Background: an optimization exercise with open tools, aiming at small area, a short achievable clock period and few clock cycles per item. Do not read the settings as production practice.
In this exercise RTL edits were held to simulation tests only and were not proved equivalent to the original.
Power and IR drop assume default switching activity.

==> flow/design.v (outline; a module is shown in full before it is edited, if it fits) <==
// module fx_arith_top: 1172 lines
// module fx_aoi22: 9 lines
// module fx_fa: 10 lines
// module fx_ha: 9 lines
// module fx_hai: 9 lines
// module fx_mux2i: 8 lines
// module fx_nand2: 7 lines
// module fx_xor2: 7 lines
module fx_arith_top (
  input  logic             clk,
  input  logic             rst_n,
  input  logic             in_valid,
  output logic             in_ready,
  input  fx_pkg::fx_word_t num_a,     
  input  fx_pkg::fx_word_t num_b,     
  input  logic             op_mul,
  output logic             out_valid,
  input  logic             out_ready,
  output fx_pkg::fx_word_t result,
  output logic             overflow,
  output logic             precision_lost
);
  // ...
==> flow/flow/run.sh <==
#!/bin/bash
# Own layout flow: the standard flow, with the design's one-gate modules
# (full and half adders, Booth select gates) given as the cells they stand
# for. Everything else, registers included, goes through the standard
# synthesis unchanged. Ports are buffered with plain buffers rather than
# delay cells, and the resizer may change a cell's footprint.
set -euo pipefail
work=$(pwd)
python3 flow/subst.py design.v flow/cells.v > design_cells.v 2> subst.log
bash standard.sh VERILOG_FILES="$work/design_cells.v" \
  BUFFER_PORTS_ARGS="-buffer_cell sky130_fd_sc_hd__buf_1" \
  MATCH_CELL_FOOTPRINT=0 finish > standard.log 2>&1
==> flow/flow/cells.v <==
// Cell-level bodies for the design's one-gate modules. flow/run.sh puts
// these in place of the RTL bodies before synthesis, so that each module
// becomes exactly the cell named here; the function is the same.
module fx_fa (input a, input b, input c, output s, output co);
  sky130_fd_sc_hd__fa_1 u (.A(a), .B(b), .CIN(c), .SUM(s), .COUT(co));
endmodule

module fx_ha (input a, input b, output s, output co);
  sky130_fd_sc_hd__ha_1 u (.A(a), .B(b), .SUM(s), .COUT(co));
endmodule

module fx_hai (input a, input b, output s, output co);
  sky130_fd_sc_hd__xnor2_1 us (.A(a), .B(b), .Y(s));
  sky130_fd_sc_hd__or2_1 uc (.A(a), .B(b), .X(co));
endmodule

module fx_aoi22 (input a, input b, input c, input d, output y);
  sky130_fd_sc_hd__a22oi_1 u (.A1(a), .A2(b), .B1(c), .B2(d), .Y(y));
endmodule

module fx_xor2 (input a, input b, output y);
  sky130_fd_sc_hd__xor2_1 u (.A(a), .B(b), .X(y));
endmodule

module fx_xnor2 (input a, input b, output y);
  sky130_fd_sc_hd__xnor2_1 u (.A(a), .B(b), .Y(y));
endmodule

module fx_nand2 (input a, input b, output y);
  sky130_fd_sc_hd__nand2_1 u (.A(a), .B(b), .Y(y));
endmodule

module fx_mux2i (input a0, input a1, input s, output y);
  sky130_fd_sc_hd__mux2i_1 u (.A0(a0), .A1(a1), .S(s), .Y(y));
endmodule
==> flow/flow/subst.py <==
#!/usr/bin/env python3
"""subst.py DESIGN CELLS: DESIGN with every module that CELLS defines taken
out, and CELLS appended, on stdout."""
import re
import sys

design = open(sys.argv[1]).read()
cells = open(sys.argv[2]).read()
names = re.findall(r'^\s*module\s+(\w+)', cells, re.M)
for n in names:
    pat = re.compile(r'^\s*module\s+' + n + r'\b.*?^\s*endmodule\b[^\n]*\n?', re.M | re.S)
    design, k = pat.subn('', design)
    print(f'{n}: replaced {k}', file=sys.stderr)
sys.stdout.write(design + '\n' + cells)
==> flow/standard.sh <==
#!/bin/bash
# synth_recipe.tcl (not shown) runs the flow's synth.tcl, then flattens the netlist and writes it again
# the make line also repeats each setting of config.mk as NAME=value (left out here)
make -C /OpenROAD-flow-scripts/flow DESIGN_CONFIG=/design/flow/config.mk WORK_HOME=/design/flow/orfs CLKGATE_MAP_FILE= SYNTH_SCRIPT=/design/flow/synth_recipe.tcl "${@:-finish}"
==> flow/config.mk <==
export PLATFORM = sky130hd
export DESIGN_NAME = fx_arith_top
export DESIGN_NICKNAME = fx_arith_top
export VERILOG_FILES = /design/flow/design.v
export SDC_FILE = /design/flow/constraint.sdc
export NUM_CORES = 4
export LEC_CHECK = 0
export ABC_AREA = 1
export CAP_MARGIN = 20
export CORE_MARGIN = 2
export CORE_UTILIZATION = 40
export CTS_BUF_LIST = sky130_fd_sc_hd__clkbuf_4 sky130_fd_sc_hd__clkbuf_8
export SETUP_SLACK_MARGIN = 1.6
export SLEW_MARGIN = 20
==> flow/constraint.sdc <==
create_clock -name core_clock -period 5.5 [get_ports {clk}]
set_input_delay 1.1000 -clock core_clock [delete_from_list [all_inputs] [get_ports {clk}]]
set_output_delay 1.1000 -clock core_clock [all_outputs]
set_load 0.01 [all_outputs]
==> flow_summary.rst, run 1 <==
.. list-table::
   :header-rows: 1

   * - Metric
     - Value
   * - Most used standard cells in the synthesized netlist
     - sky130_fd_sc_hd__xor2_1 (149), sky130_fd_sc_hd__nand2_1 (133), sky130_fd_sc_hd__a22oi_1 (120), sky130_fd_sc_hd__fa_1 (111), sky130_fd_sc_hd__inv_1 (99)
   * - Clock slew at the register clock pins of the worst setup and hold paths
     - 0.09 ns
   * - Area of the core region
     - 23300 um2
   * - Max incr delay on CP
     - roughly 0.90 ns
   * - Layout sequential cell count
     - 82
   * - Post-detailed-placement cell area
     - 10200 um2
   * - F_max
     - around 0.27 GHz
   * - Critical Path Fanout Max
     - 18
   * - Number of maximum-capacitance constraint violations
     - 0
   * - Resized cells post-CTS
     - 0
   * - Pre-CTS setup slack
     - about 1.7 ns
   * - Largest net degree at the start of global routing
     - between 40 and 50
   * - Initial standard-cell utilization of the core
     - between 40% and 50%
   * - Mapped cell area
     - between 9000 and 10000 um2
   * - Maximum resistive drop on vdd
     - 0.173 mV
   * - Layout inverter count without the clock tree
     - approximately 100
   * - Run status
     - timing/DRC/antenna clean
   * - Post-synthesis register bit count
     - 82
   * - Clock buffer count in the final layout
     - 9
   * - Hold Crit Depth
     - 2
   * - Area of combinational cells with multiple inputs
     - around 6600 um2
   * - Max-slew headroom
     - 39.6%
   * - Filler cells
     - about 2200
   * - Total global routing track utilization
     - between 20% and 30%
   * - Number of signal-net buffers in the layout
     - between 100 and 150
   * - Sequential area share after synthesis
     - roughly a quarter
   * - Drt pass-1 iters
     - 5
   * - Combinational cell power
     - 3.64 mW
   * - Share of the synthesized area in compound gates (AO/OA/AOI/OAI)
     - 11.2%
   * - Wire length the detailed router placed on met1
     - between 10 and 15 mm
   * - Maximum level of the CTS H-tree
     - 3
   * - Met3 Use GR
     - between 2 and 3%
   * - Final max-slew violation count
     - 0
   * - Actual transition at the worst max-transition pin
     - around 0.91 ns
   * - Multi-Input Combinational
     - between 700 and 800
   * - Final wirelength
     - ~24 mm
   * - Sequential share of cell area
     - 22.4%
   * - First-pass GRT wire length
     - a little under 40 mm
Testbench counts, summed over its fixed seeds: cycles 12,016, items 12,000.
==> inputs of run 2 (changes only) <==
--- a/flow/config.mk
+++ b/flow/config.mk
@@ -11,4 +11,4 @@
 export CORE_UTILIZATION = 40
 export CTS_BUF_LIST = sky130_fd_sc_hd__clkbuf_4 sky130_fd_sc_hd__clkbuf_8
-export SETUP_SLACK_MARGIN = 1.6
+export SETUP_SLACK_MARGIN = 0.8
 export SLEW_MARGIN = 20
==> run 2 against run 1 <==
Effect of this change:
- core utilization shrank 2.5 points
- synthesized cell count is the same
- register-to-register slack lost 0.10 ns
- non-clock buffer count shrank 63
- clock-buffer cell count is the same
- highest routed layer unchanged
- die area is the same
- critical endpoint unchanged
- largest cell class unchanged
- via count shrank 4.0%
==> flow_summary.rst, run 2 <==
.. list-table::
   :header-rows: 1

   * - Metric
     - Value
   * - Synth top area share
     - about a quarter
   * - Initial standard-cell utilization of the core
     - 40.5% (unchanged)
   * - Resized cells post-CTS
     - 0 (unchanged)
   * - Crit path launch
     - a_q[14]
   * - Cell row count
     - 56
   * - Setup repair after global routing missed its margin
     - no
   * - Maximum level of the CTS H-tree
     - 3 (unchanged)
   * - Total congestion overflow after global routing
     - 0
   * - Max incr delay on CP
     - 0.80 ns (-0.10 ns)
   * - Final max-slew violation count
     - 0 (unchanged)
   * - Non-filler cells in the finished layout
     - 1313
   * - Leakage component of the power
     - between 4 and 5 nW
   * - Routed wire length per instance
     - 17.8 um
   * - Power after layout
     - 5.04 mW
   * - Largest net degree at the start of global routing
     - 43 (unchanged)
   * - Final Wtd Congestion
     - between 0.8 and 0.9
   * - Min cycle time layout
     - 3.84 ns
   * - Sequential area share after synthesis
     - 25.8% (unchanged)
   * - Via density
     - around 5.2
   * - CTS tree
     - done
   * - First-pass GRT wire length
     - 38.4 mm (unchanged)
   * - Worst setup slack for register-to-register paths
     - roughly 1.7 ns
   * - Number of maximum-capacitance constraint violations
     - 0 (unchanged)
   * - Data required time of the worst path
     - ~5.6 ns
   * - Top-level I/O count
     - between 50 and 60
   * - Synth Net Count
     - 1097
   * - Cell Chain, Critical Path
     - a22oi_1 -> xor2_1 -> fa_1 -> fa_1 -> fa_1 -> fa_1 -> ha_1 -> a21oi_1 -> a41oi_1
   * - Number of enable flip-flop cells after synthesis
     - 80
   * - Cell taking the most area after synthesis
     - sky130_fd_sc_hd__edfxtp_1
   * - Path class of the lowest-slack min-delay path
     - flop to flop
   * - Total global routing track utilization
     - 20.0% (unchanged)
   * - Ys async rst share
     - 0%
   * - Post-synthesis register bit count
     - 82 (unchanged)
   * - Worst path depth
     - 9
   * - Drt pass-1 iters
     - 5 (unchanged)
   * - Most used standard cells in the synthesized netlist
     - sky130_fd_sc_hd__xor2_1 (149), sky130_fd_sc_hd__nand2_1 (133), sky130_fd_sc_hd__a22oi_1 (120), sky130_fd_sc_hd__fa_1 (111), sky130_fd_sc_hd__inv_1 (99)
   * - Top flop regs
     - a_q: 16 flops, sum_x: 16 flops, sum_y: 16 flops
   * - Areal power density over the cells
     - about 500 nW/um2
   * - Uppermost layer routed
     - met4
   * - Depth of the most critical reg-to-reg path
     - 9
   * - Layout-stage area growth over the synthesis result
     - 9.29%
   * - WHS
     - ~0.47 ns
   * - Category of the most critical setup path
     - flop to flop
   * - Met3 wire length
     - roughly 1.6 mm
   * - Post-DP HPWL
     - ~18 mm
   * - Setup TNS Final
     - 0 ns
   * - Wire length the detailed router placed on met1
     - 11.1 mm (-0.96%)
   * - Met2 wire length
     - approximately 10 mm
   * - CTS Sinks
     - 82
   * - Worst path most repeated cell
     - sky130_fd_sc_hd__fa_1
   * - Clock Tree Buf Depth
     - 2
   * - Buffering stage count on the worst path with inverters included
     - 0
   * - Die Width
     - about 160 um
   * - Net count of the finished layout
     - ~1200
   * - Clk_skew
     - approximately 0.015 ns
   * - Number of buffers added on ports
     - between 50 and 60
   * - Number of warning messages in the yosys log
     - 1
   * - Arrival time at the worst endpoint
     - roughly 4 ns
   * - Clk root buf
     - sky130_fd_sc_hd__clkbuf_8
   * - Most used DFF post-synth
     - sky130_fd_sc_hd__edfxtp_1
   * - Count of inserted antenna diode cells
     - 0
   * - Critical Path Fanout Max
     - 18 (unchanged)
   * - Run status
     - timing/DRC/antenna clean
   * - Actual transition at the worst max-transition pin
     - 0.868 ns (-0.0382 ns)
   * - Final worst path period share
     - a little over two thirds
   * - Leading cell type in the layout, fill and taps excluded
     - sky130_fd_sc_hd__xor2_1
   * - Post-route DRC violation count
     - 0
   * - Count of placed standard cells including taps
     - around 1300
   * - Startpoint of the worst-slack reg-to-reg timing path
     - a_q[14]
   * - Number of buffers created by CTS
     - 9
   * - Worst setup path end
     - ovf_nc[0]
   * - Highest-count cells in the layout ignoring fill and taps
     - sky130_fd_sc_hd__xor2_1 (149), sky130_fd_sc_hd__nand2_1 (133), sky130_fd_sc_hd__a22oi_1 (120)
   * - Die Outline Area
     - between 20000 and 25000 um2
   * - Clock slew at the register clock pins of the worst setup and hold paths
     - 0.09 ns (about the same)
   * - Maximum resistive drop on vdd
     - 0.173 mV (about the same)
   * - Number of setup buffers added after CTS
     - 0
   * - Cell with the most instances after synthesis
     - sky130_fd_sc_hd__xor2_1
   * - Via count
     - 6839
   * - Area of the core region
     - 23300 um2 (unchanged)
   * - Proportion of layout cells with a drive suffix above 1
     - between 5 and 6%
   * - Antenna violations before repair
     - 0
   * - Slowest-stage cell, CP
     - sky130_fd_sc_hd__edfxtp_1
   * - Starting DRT DRC Count
     - 567
   * - R2r endpoint
     - ovf_nc[0]
   * - Crit. End Element
     - flop
   * - Die height
     - around 160 um
   * - Mapped cell area
     - 9460 um2 (unchanged)
   * - Number of global-route vias before repair
     - 7022
   * - Final Hold Violating Endpoints
     - 0
   * - Final wirelength
     - 23.4 mm (-2.9%)
   * - Number of nets with antenna violations after routing
     - 0
   * - Post-synth cell types
     - 27
   * - Worst-skew pair later-pin latency
     - 0.39 ns
   * - Mean instance size in the synthesized netlist
     - 10.4 um2
   * - Max-slew headroom
     - 42.1% (+2.5 points)
   * - Total of endpoints with negative setup slack in the final report
     - 0
   * - Cells after synthesis
     - 911
   * - F_max
     - 0.260 GHz (-2.6%)
   * - # hold bufs at CTS
     - 0
   * - Category of the worst setup path launch point
     - flop
   * - Family with the most delay on the worst path
     - adder cells
   * - Top area cells in the synthesized netlist
     - sky130_fd_sc_hd__edfxtp_1 (25%), sky130_fd_sc_hd__fa_1 (24%), sky130_fd_sc_hd__xor2_1 (14%), sky130_fd_sc_hd__a22oi_1 (9.5%), sky130_fd_sc_hd__nand2_1 (5.3%)
run 2: cell families after synthesis:
family | share of synthesized area, %
buffers and inverters | 4.09
and+or+nand+nor | 9.99
DFF | 25.8
muxes | 3.98
AOI/OAI and AO/OA | 11.2
xor gates and xnor gates | 16.4
adders and majority gates | 28.5
run 2: power breakdown:
part	switching (mW)	leakage (nW)	internal [mW]
registers	0.161	0.868	0.938
logic	2.01	3.39	1.51
clock network	0.247	0.0886	0.171
run 2: worst min-delay path by stage:
stage / from / slack [ns] / endpoint / depth (start not counted)
6_report: v1 / 0.47 / out_valid / 2
5_1_grt: v1 / 0.49 / out_valid / 2
4_1_cts: v1 / 0.47 / out_valid / 2
3_5_place_dp: v1 / 0.45 / out_valid / 2
3_3_place_gp: v1 / 0.45 / out_valid / 2
2_1_floorplan: v1 / 0.43 / out_valid / 2
run 2: tightest hold or removal path, cell delays in order (launching register included):
cell	delay (ns)
sky130_fd_sc_hd__dfxtp_1	0.33
sky130_fd_sc_hd__inv_1	0.05
sky130_fd_sc_hd__a21oi_1	0.05
run 2: cell type report:
cell class | instances | area, um2
well taps | 319 | 399
clock buffers | 9 | 124
clock inverters | 7 | 57.6
fillers | 2252 | 13000
repair buffers | 67 | 293
flip-flops and latches | 82 | 2440
multi-input cells | 726 | 6630
inverters | 103 | 387
run 2: per-stage QoR:
step           instance area [um2]  util [%]  worst slack [ns]
6_report                     10300      44.3              1.66
5_1_grt                      10300      44.3              1.42
4_1_cts                      10300      44.3              1.68
3_5_place_dp                 10200      43.5              1.69
3_3_place_gp                 10200      43.5              1.73
2_1_floorplan                 9460         -              1.70
run 2: per-layer routing:
metal | track usage, % | up-vias
li1 | - | 3247
met5 | 0 | -
met4 | 6.15 | 0
met3 | 2.82 | 25
met1 | 29.6 | 3287
met2 | 30.4 | 280
==> inputs of run 3 (changes only) <==
--- a/flow/config.mk
+++ b/flow/config.mk
@@ -11,4 +11,4 @@
 export CORE_UTILIZATION = 40
 export CTS_BUF_LIST = sky130_fd_sc_hd__clkbuf_4 sky130_fd_sc_hd__clkbuf_8
-export SETUP_SLACK_MARGIN = 0.8
+export SETUP_SLACK_MARGIN = 1.2
 export SLEW_MARGIN = 20
==> run 3 against run 2 <==
Effect of this change:
- setup slack is the same
- synthesized cell count is the same
- combinational power is essentially flat
- via count is the same
- core utilization is the same
- clock skew is the same
- register-to-register slack is essentially flat
- fmax is the same
- global-route usage is the same
- sequential power is essentially flat
- clock-buffer cell count is the same
- highest routed layer unchanged
- still clean
==> flow_summary.rst, run 3 <==
.. list-table::
   :header-rows: 1

   * - Metric
     - Value
   * - Post-synthesis register bit count
     - 82 (unchanged)
   * - Total global routing track utilization
     - 20.0% (unchanged)
   * - # hold bufs at CTS
     - 0 (unchanged)
   * - CTS Sinks
     - 82 (unchanged)
   * - Post-route DRC violation count
     - 0 (unchanged)
   * - Number of buffers added on ports
     - 56 (unchanged)
   * - Ys async rst share
     - 0% (unchanged)
   * - Post-synth cell types
     - 27 (unchanged)
   * - Areal power density over the cells
     - 488 nW/um2 (unchanged)
   * - Mapped cell area
     - 9460 um2 (unchanged)
   * - Startpoint of the tightest hold check path
     - v1
   * - Top-level I/O count
     - 57 (unchanged)
   * - Die height
     - 158 um (unchanged)
   * - Sequential area share after synthesis
     - 25.8% (unchanged)
   * - Arrival time at the worst endpoint
     - 3.97 ns (about the same)
   * - Path class of the lowest-slack min-delay path
     - flop to flop
   * - Worst setup slack for register-to-register paths
     - 1.66 ns (about the same)
   * - Setup repair after global routing missed its margin
     - no
   * - Number of enable flip-flop cells after synthesis
     - 80 (unchanged)
   * - Net switching share of the total power
     - 48.0% (unchanged)
   * - Power after layout
     - 5.04 mW (unchanged)
   * - Data required time of the worst path
     - 5.62 ns (about the same)
   * - Share of total power in sequential cells
     - 21.8% (about the same)
   * - Final Wtd Congestion
     - 0.881 (unchanged)
   * - Max-slew headroom
     - 42.1% (unchanged)
   * - Leakage component of the power
     - 4.34 nW (unchanged)
   * - Clock Tree Buf Depth
     - 2 (unchanged)
   * - Min cycle time layout
     - 3.84 ns (unchanged)
   * - Proportion of layout cells with a drive suffix above 1
     - 5.53% (unchanged)
   * - Via count
     - 6839 (unchanged)
   * - Destination of the worst hold path
     - out_valid
   * - Maximum level of the CTS H-tree
     - 3 (unchanged)
   * - Most used standard cells in the synthesized netlist
     - sky130_fd_sc_hd__xor2_1 (149), sky130_fd_sc_hd__nand2_1 (133), sky130_fd_sc_hd__a22oi_1 (120), sky130_fd_sc_hd__fa_1 (111), sky130_fd_sc_hd__inv_1 (99)
   * - Number of maximum-capacitance constraint violations
     - 0 (unchanged)
   * - Post-DP HPWL
     - 17.5 mm (unchanged)
   * - Maximum resistive drop on vdd
     - 0.173 mV (unchanged)
   * - R2r endpoint
     - ovf_nc[0]
   * - Initial standard-cell utilization of the core
     - 40.5% (unchanged)
   * - Category of the most critical setup path
     - flop to flop
   * - Final max-slew violation count
     - 0 (unchanged)
   * - Drt pass-1 iters
     - 5 (unchanged)
   * - Net count of the finished layout
     - 1175 (unchanged)
   * - Antenna violations before repair
     - 0 (unchanged)
   * - Clk_skew
     - 0.0148 ns (unchanged)
   * - Final wirelength
     - 23.4 mm (unchanged)
   * - Category of the worst setup path launch point
     - flop
   * - Die Width
     - 158 um (unchanged)
   * - Slowest-stage cell, CP
     - sky130_fd_sc_hd__edfxtp_1
   * - Final worst path period share
     - 69.9% (unchanged)
   * - First-pass GRT wire length
     - 38.4 mm (unchanged)
   * - Most used DFF post-synth
     - sky130_fd_sc_hd__edfxtp_1
   * - Total congestion overflow after global routing
     - 0 (unchanged)
   * - CTS tree
     - done
   * - Synth top area share
     - 25.4% (unchanged)
   * - Count of inserted antenna diode cells
     - 0 (unchanged)
   * - Total of endpoints with negative setup slack in the final report
     - 0 (unchanged)
   * - Synth Net Count
     - 1097 (unchanged)
   * - Combinational Power Share
     - 69.9% (about the same)
   * - Buffering stage count on the worst path with inverters included
     - 0 (unchanged)
   * - Cell Chain, Critical Path
     - a22oi_1 -> xor2_1 -> fa_1 -> fa_1 -> fa_1 -> fa_1 -> ha_1 -> a21oi_1 -> a41oi_1
   * - Hold Crit Depth
     - 2 (unchanged)
   * - Routed wire length per instance
     - 17.8 um (unchanged)
   * - Starting DRT DRC Count
     - 567 (unchanged)
   * - F_max
     - 0.260 GHz (unchanged)
   * - Area of the core region
     - 23300 um2 (unchanged)
   * - Startpoint of the worst-slack reg-to-reg timing path
     - a_q[14]
   * - Number of buffers created by CTS
     - 9 (unchanged)
   * - Critical Path Fanout Max
     - 18 (unchanged)
   * - Pre-CTS setup slack
     - 1.69 ns (unchanged)
   * - Cell row count
     - 56 (unchanged)
   * - Number of global-route vias before repair
     - 7022 (unchanged)
   * - Portion of total power attributed to the clock network
     - 8.3% (about the same)
   * - Top area cells in the synthesized netlist
     - sky130_fd_sc_hd__edfxtp_1 (25%), sky130_fd_sc_hd__fa_1 (24%), sky130_fd_sc_hd__xor2_1 (14%), sky130_fd_sc_hd__a22oi_1 (9.5%), sky130_fd_sc_hd__nand2_1 (5.3%)
   * - Final Hold Violating Endpoints
     - 0 (unchanged)
   * - Cell taking the most area after synthesis
     - sky130_fd_sc_hd__edfxtp_1
   * - Number of setup buffers added after CTS
     - 0 (unchanged)
   * - Actual transition at the worst max-transition pin
     - 0.868 ns (unchanged)
   * - Layout-stage area growth over the synthesis result
     - 9.29% (unchanged)
   * - Cell with the most instances after synthesis
     - sky130_fd_sc_hd__xor2_1
   * - Max incr delay on CP
     - 0.80 ns (about the same)
   * - Number of warning messages in the yosys log
     - 1 (unchanged)
   * - Clk root buf
     - sky130_fd_sc_hd__clkbuf_8
   * - Worst-skew pair later-pin latency
     - 0.39 ns (about the same)
   * - Run status
     - timing/DRC/antenna clean
   * - Clock slew at the register clock pins of the worst setup and hold paths
     - 0.09 ns (about the same)
   * - Highest-count cells in the layout ignoring fill and taps
     - sky130_fd_sc_hd__xor2_1 (149), sky130_fd_sc_hd__nand2_1 (133), sky130_fd_sc_hd__a22oi_1 (120)
   * - Leading cell type in the layout, fill and taps excluded
     - sky130_fd_sc_hd__xor2_1
   * - Number of nets with antenna violations after routing
     - 0 (unchanged)
   * - Post-layout worst setup margin
     - 1.66 ns (unchanged)
   * - Mean instance size in the synthesized netlist
     - 10.4 um2 (unchanged)
   * - Cells after synthesis
     - 911 (unchanged)
   * - Family with the most delay on the worst path
     - adder cells
   * - Largest net degree at the start of global routing
     - 43 (unchanged)
   * - Top flop regs
     - a_q: 16 flops, sum_x: 16 flops, sum_y: 16 flops
   * - Power Internal
     - 2.62 mW (unchanged)
   * - Depth of the most critical reg-to-reg path
     - 9 (unchanged)
   * - Crit. End Element
     - flop
   * - Power dissipated by switching net loads
     - 2.42 mW (unchanged)
   * - WHS
     - 0.465 ns (unchanged)
   * - Die Outline Area
     - 24900 um2 (unchanged)
   * - Worst path most repeated cell
     - sky130_fd_sc_hd__fa_1
   * - Resized cells post-CTS
     - 0 (unchanged)
   * - Via density
     - 5.21 (unchanged)
   * - Setup TNS Final
     - 0 ns (unchanged)
[run 3: metrics by stage]
stage,cells,util [%],instance area (um2)
3_5_place_dp,1297,43.5,10200
5_1_grt,1313,44.3,10300
2_1_floorplan,911,-,9460
6_report,1313,44.3,10300
3_3_place_gp,1297,43.5,10200
4_1_cts,1313,44.3,10300
[run 3: worst max-delay path by stage]
stage	depth (start not counted)	endpoint	startpoint	slack [ns]
2_1_floorplan	8	ovf_nc[0]	bn_q[7]	1.70
3_3_place_gp	9	ovf_nc[0]	a_q[13]	1.73
3_5_place_dp	9	ovf_nc[0]	a_q[13]	1.69
4_1_cts	9	ovf_nc[0]	a_q[13]	1.68
5_1_grt	9	ovf_nc[0]	bo_q[3]	1.42
6_report	9	ovf_nc[0]	a_q[14]	1.66
[run 3: cells by family (layout without fill, tap and decap cells)]
logic type | after synthesis | count (layout) | share of synthesized area, %
and+or+nand+nor | 216 | 216 | 9.99
xor gates and xnor gates | 177 | 177 | 16.4
adders and majority gates | 149 | 149 | 28.5
AOI/OAI and AO/OA | 147 | 147 | 11.2
buffers and inverters | 103 | 186 | 4.09
DFF | 82 | 82 | 25.8
muxes | 37 | 37 | 3.98
[run 3: power groups by stage]
stage / registers, mW / logic [mW] / clock network (mW)
6_report: 1.10 / 3.52 / 0.418
5_1_grt: 1.12 / 4.09 / 0.455
4_1_cts: 1.10 / 3.58 / 0.431
3_5_place_dp: 1.11 / 3.57 / 0
3_3_place_gp: 1.11 / 3.49 / 0
2_1_floorplan: 1.07 / 2.66 / 0
[run 3: layer usage]
layer  routed length, um  vias to the layer above  global-route usage (%)
met3                1620                       25                    2.82
met4                 435                        0                    6.15
met2               10200                      280                    30.4
met5                   0                        -                       0
met1               11100                     3287                    29.6
li1                    -                     3247                       -
[run 3: tightest hold or removal path: cells and delay by family (launching register included)]
family                 cells  cell delay (ns)
DFF                        1             0.33
AOI/OAI and AO/OA          1             0.05
buffers and inverters      1             0.05
[run 3: layout make-up]
class                      instances  area, um2
tap                              319        399
timing repair buffer              67        293
multi-input combinational        726       6630
clock buffer                       9        124
inverter                         103        387
sequential                        82       2440
fill                            2252      13000
clock inverter                     7       57.6

[re-timing with driven ports]
Ports are ideal in the flow. The routed layouts listed here were re-timed in OpenROAD.
Step 1 assumes that a clkbuf_16 drives the clock port and a buf_2 every other input.
Step 2 moves the port delays by t, midway between the first and last clock arrival at a register: inputs arrive t later, outputs are due t later. That takes back most of the time a late clock gives input paths.
Three values: no drivers, after step 1, after step 2; two values: the first two.
run	shift t [ns]	slack for setup (ns)	hold WS [ns]	clock arrival spread, ns
run 1	0.421	1.755 / 1.755 / 1.755	0.465 / 0.465 / 0.465	0.012 / 0.012
run 2	0.422	1.655 / 1.655 / 1.655	0.465 / 0.465 / 0.465	0.015 / 0.015
run 3	0.422	1.655 / 1.655 / 1.655	0.465 / 0.465 / 0.465	0.015 / 0.015
After both steps setup and hold are still met in every run listed.
